From an optimization exercise on the open Yosys and OpenROAD flow, aimed at small area, a short achievable clock period and few clock cycles per item; shortcuts taken in it are not production practice. The RTL was checked by simulation tests, not by an equivalence proof against the original design. Power and IR drop assume default switching activity.

Setup of build 93:
Design dijkstra_top, start of the top module:
module dijkstra_top
(
    input  logic    clk,
    input  logic    reset,
    input  logic    edge_valid,
    input  logic [4-1:0]   node_count,
    input  logic [4-1:0]   edge_src,
    input  logic [4-1:0]   edge_dst,
    input  logic [4-1:0] edge_weight,
    input  logic    edge_last,
    input  logic    dist_ready,
    output logic    edge_ready,
    output logic    dist_valid,
    output logic [4-1:0]   dist_node,
    output logic [8-1:0]   dist_value,
    output logic    dist_last
);
Settings: LEC_CHECK=0, CAP_MARGIN=50, CORE_MARGIN=2, CORE_UTILIZATION=30, CTS_CLUSTER_DIAMETER=100, CTS_CLUSTER_SIZE=24, SLEW_MARGIN=60; clock period 12.0 ns.
run.sh (not shown) runs the stock make flow with config.mk's settings and CLKGATE_MAP_FILE= SYNTH_SCRIPT=/design/flow/synth_recipe.tcl, a recipe that flattens the netlist after the stock synthesis.
Looking at the reports, build 93 completed the entire flow and the layout it produced met the timing, DRC and antenna checks.
Testbench counts of build 93, summed over its fixed seeds: cycles 12,684, jobs 320.
The inputs of build 34 differ from those of build 93 as listed below.
diff --git a/flow/config.mk b/flow/config.mk
--- a/flow/config.mk
+++ b/flow/config.mk
@@ -9,3 +9,3 @@
 export CORE_MARGIN = 2
-export CORE_UTILIZATION = 30
+export CORE_UTILIZATION = 45
 export CTS_CLUSTER_DIAMETER = 100
==> notes.md <==
Worst ir drop on vdd: build 34 worse than build 93. Summary: with build 93 as the reference, number of nets in the final layout in build 34 moved up slightly. Of build 93 and build 34, build 34 shows the lower final critical-path setup slack, with build 93 above it. When the final numbers for build 93 and build 34 were put side by side, the first-iteration DRC count turned out to be greater in build 34. Build 34 vs. build 93: overall power went up by about 2.5%.

Starting RTL as in the previous note.
Design dijkstra_top, start of the top module:
module dijkstra_top
(
    input  logic    clk,
    input  logic    reset,
    input  logic    edge_valid,
    input  logic [4-1:0]   node_count,
    input  logic [4-1:0]   edge_src,
    input  logic [4-1:0]   edge_dst,
    input  logic [4-1:0] edge_weight,
    input  logic    edge_last,
    input  logic    dist_ready,
    output logic    edge_ready,
    output logic    dist_valid,
    output logic [4-1:0]   dist_node,
    output logic [8-1:0]   dist_value,
    output logic    dist_last
);
    localparam int NE = 24;
    localparam int NN = 16;
    localparam logic [7:0] INF = 8'd255;
    logic       in_v, in_last;
    logic [3:0] in_a, in_b, in_w, in_last_node;
    logic [3:0] ea [NE];           
    logic [3:0] eb [NE];           
    logic [3:0] ew [NE];           
    logic [NE-1:0] evalid;         
    logic [NE-1:0] dirty;
    logic [4:0] cnt;               
    logic       loaded;            
    logic [3:0] load_last_node;
    logic       dinit;             
    logic [7:0] d [NN];
    logic       fv;
    logic [4:0] fk;
    logic [3:0] fa, fb, fw;
    logic       rv, rok;
    logic [4:0] rk;
    logic [3:0] ra, rb, rw;
    logic [7:0] rda, rdb;
    logic [4:0] rr;                
    logic [3:0] s_idx, s_last_node;
    logic [NN-1:0] own;
    always_comb for (int i = 0; i < NN; i++) own[i] = (i == 0) || !dist_valid || (4'(i) < s_idx);
    logic [NE-1:0] hi_mask, cand_hi;
    logic          any_dirty, any_hi;
    logic [4:0]    pick_lo, pick_hi, pick;
    always_comb begin
        for (int j = 0; j < NE; j++) hi_mask[j] = (5'(j) >= rr);
        cand_hi   = dirty & hi_mask;
        any_dirty = |dirty;
        any_hi    = |cand_hi;
        pick_lo = '0;
        for (int j = NE-1; j >= 0; j--) if (dirty[j]) pick_lo = 5'(j);
        pick_hi = '0;
        for (int j = NE-1; j >= 0; j--) if (cand_hi[j]) pick_hi = 5'(j);
        pick = any_hi ? pick_hi : pick_lo;
    end
    wire do_pick = any_dirty;
  ...
Settings: LEC_CHECK=0, CAP_MARGIN=50, CORE_MARGIN=2, CORE_UTILIZATION=30, CTS_CLUSTER_DIAMETER=100, CTS_CLUSTER_SIZE=24, SLEW_MARGIN=70; clock period 12.0 ns.
The baseline ran to the end with no violations.
Testbench counts at the start, summed over its fixed seeds: cycles 12,684, jobs 320.
Then changed:
--- a/flow/config.mk
+++ b/flow/config.mk
@@ -9,5 +9,5 @@
 export CORE_MARGIN = 2
-export CORE_UTILIZATION = 30
+export CORE_UTILIZATION = 28
 export CTS_CLUSTER_DIAMETER = 100
 export CTS_CLUSTER_SIZE = 24
-export SLEW_MARGIN = 70
+export SLEW_MARGIN = 60
Synthesized cell count stays the same.
Cell area shrinks by 2.0%.
Count of clock-buffer cells in the layout stays the same.
Core utilization shrinks by 2.9 points.
Maximum frequency shrinks by about 1.5%.
Then changed:
--- a/flow/config.mk
+++ b/flow/config.mk
@@ -9,5 +9,5 @@
 export CORE_MARGIN = 2
-export CORE_UTILIZATION = 28
+export CORE_UTILIZATION = 40
 export CTS_CLUSTER_DIAMETER = 100
 export CTS_CLUSTER_SIZE = 24
-export SLEW_MARGIN = 60
+export SLEW_MARGIN = 70
What happened:
- The changed run passed the timing, DRC and antenna checks
- worst hold slack gains 3.3 ps
- synthesized cell count does not change
- routed wire length came out higher by about 3.4%
- register-to-register slack gains 20 ps
- first-iteration DRC count came out higher by 7.9%
- power came out higher by about 3.6%
- worst setup slack gains 23 ps
Then changed:
--- a/flow/config.mk
+++ b/flow/config.mk
@@ -12,2 +12,2 @@
 export CTS_CLUSTER_SIZE = 24
-export SLEW_MARGIN = 70
+export SLEW_MARGIN = 60
After rerunning: Global-route usage is about the same; setup slack degrades by 88 ps; die area stays the same; non-clock buffer count came out lower by 29; via count goes down by about 0.46%; register-to-register slack is worse by 90 ps; design area fell by about 2.2%; critical path depth stays the same; total power fell by 0.59%; routed wire length barely changes; flip-flop and latch count does not change.

dijkstra_top again, from the RTL that the note above started with.
Settings: LEC_CHECK=0, CAP_MARGIN=50, CORE_MARGIN=2, CORE_UTILIZATION=50, CTS_CLUSTER_DIAMETER=100, CTS_CLUSTER_SIZE=24, SLEW_MARGIN=60; clock period 12.0 ns.
Testbench counts at the start, summed over its fixed seeds: cycles 12,684, jobs 320.
Change:
- CAP_MARGIN: 50 -> 20
- CORE_UTILIZATION: 50 -> 40
- CTS_CLUSTER_DIAMETER: 100 -> not set
- CTS_CLUSTER_SIZE: 24 -> not set
- SLEW_MARGIN: 60 -> 20
Utilization drops by 10 points.
Final area climbs by 1.8%.
Die area climbs by 25%.
Total power climbs by 17%.
First-iteration DRC count drops by 11%.
Wire length drops by 1.5%.
Global-route usage drops by 8.6 points.
Setup slack gets worse by 460 ps.
Critical path depth drops by 3.
Combinational power drops by 4.8%.

-- afterwards: timing with drivers on the ports --
The results above use ideal ports. As a check the final layouts listed here were re-extracted and re-timed, cells and wires unchanged.
Step 1: set_driving_cell puts a clkbuf_16 on clk and a buf_2 on each other input, an assumption about the parent block.
Step 2 times the ports against the registers' clock, not the clock port: input delays grow and output delays shrink by t, the midpoint of the rising clock arrivals with the driver on.
Slacks: ideal ports / drivers / drivers and shift; pairs: ideal ports / drivers.
run | t (ns) | setup slack, ns | worst register clock-pin slew, ns
build 93 | 0.716 | 7.247 / 7.247 / 7.247 | 0.11 / 0.11
build 34 | 0.698 | 7.175 / 7.175 / 7.175 | 0.11 / 0.11
the first run of note 2 | 0.724 | 7.299 / 7.299 / 7.299 | 0.11 / 0.11
the second run of note 2 | 0.725 | 7.227 / 7.227 / 7.150 | 0.11 / 0.11
the third run of note 2 | 0.721 | 7.250 / 7.250 / 7.250 | 0.11 / 0.11
the fourth run of note 2 | 0.721 | 7.162 / 7.162 / 7.162 | 0.11 / 0.11
the first run of note 3 | 0.728 | 7.165 / 7.165 / 7.165 | 0.11 / 0.11
the second run of note 3 | 0.705 | 6.702 / 6.702 / 6.702 | 0.07 / 0.07
After both steps setup and hold are still met in every run listed. The setup slack of the second run of note 2, which loses most, moves by 0.000 ns with the drivers and by -0.077 ns with both steps.
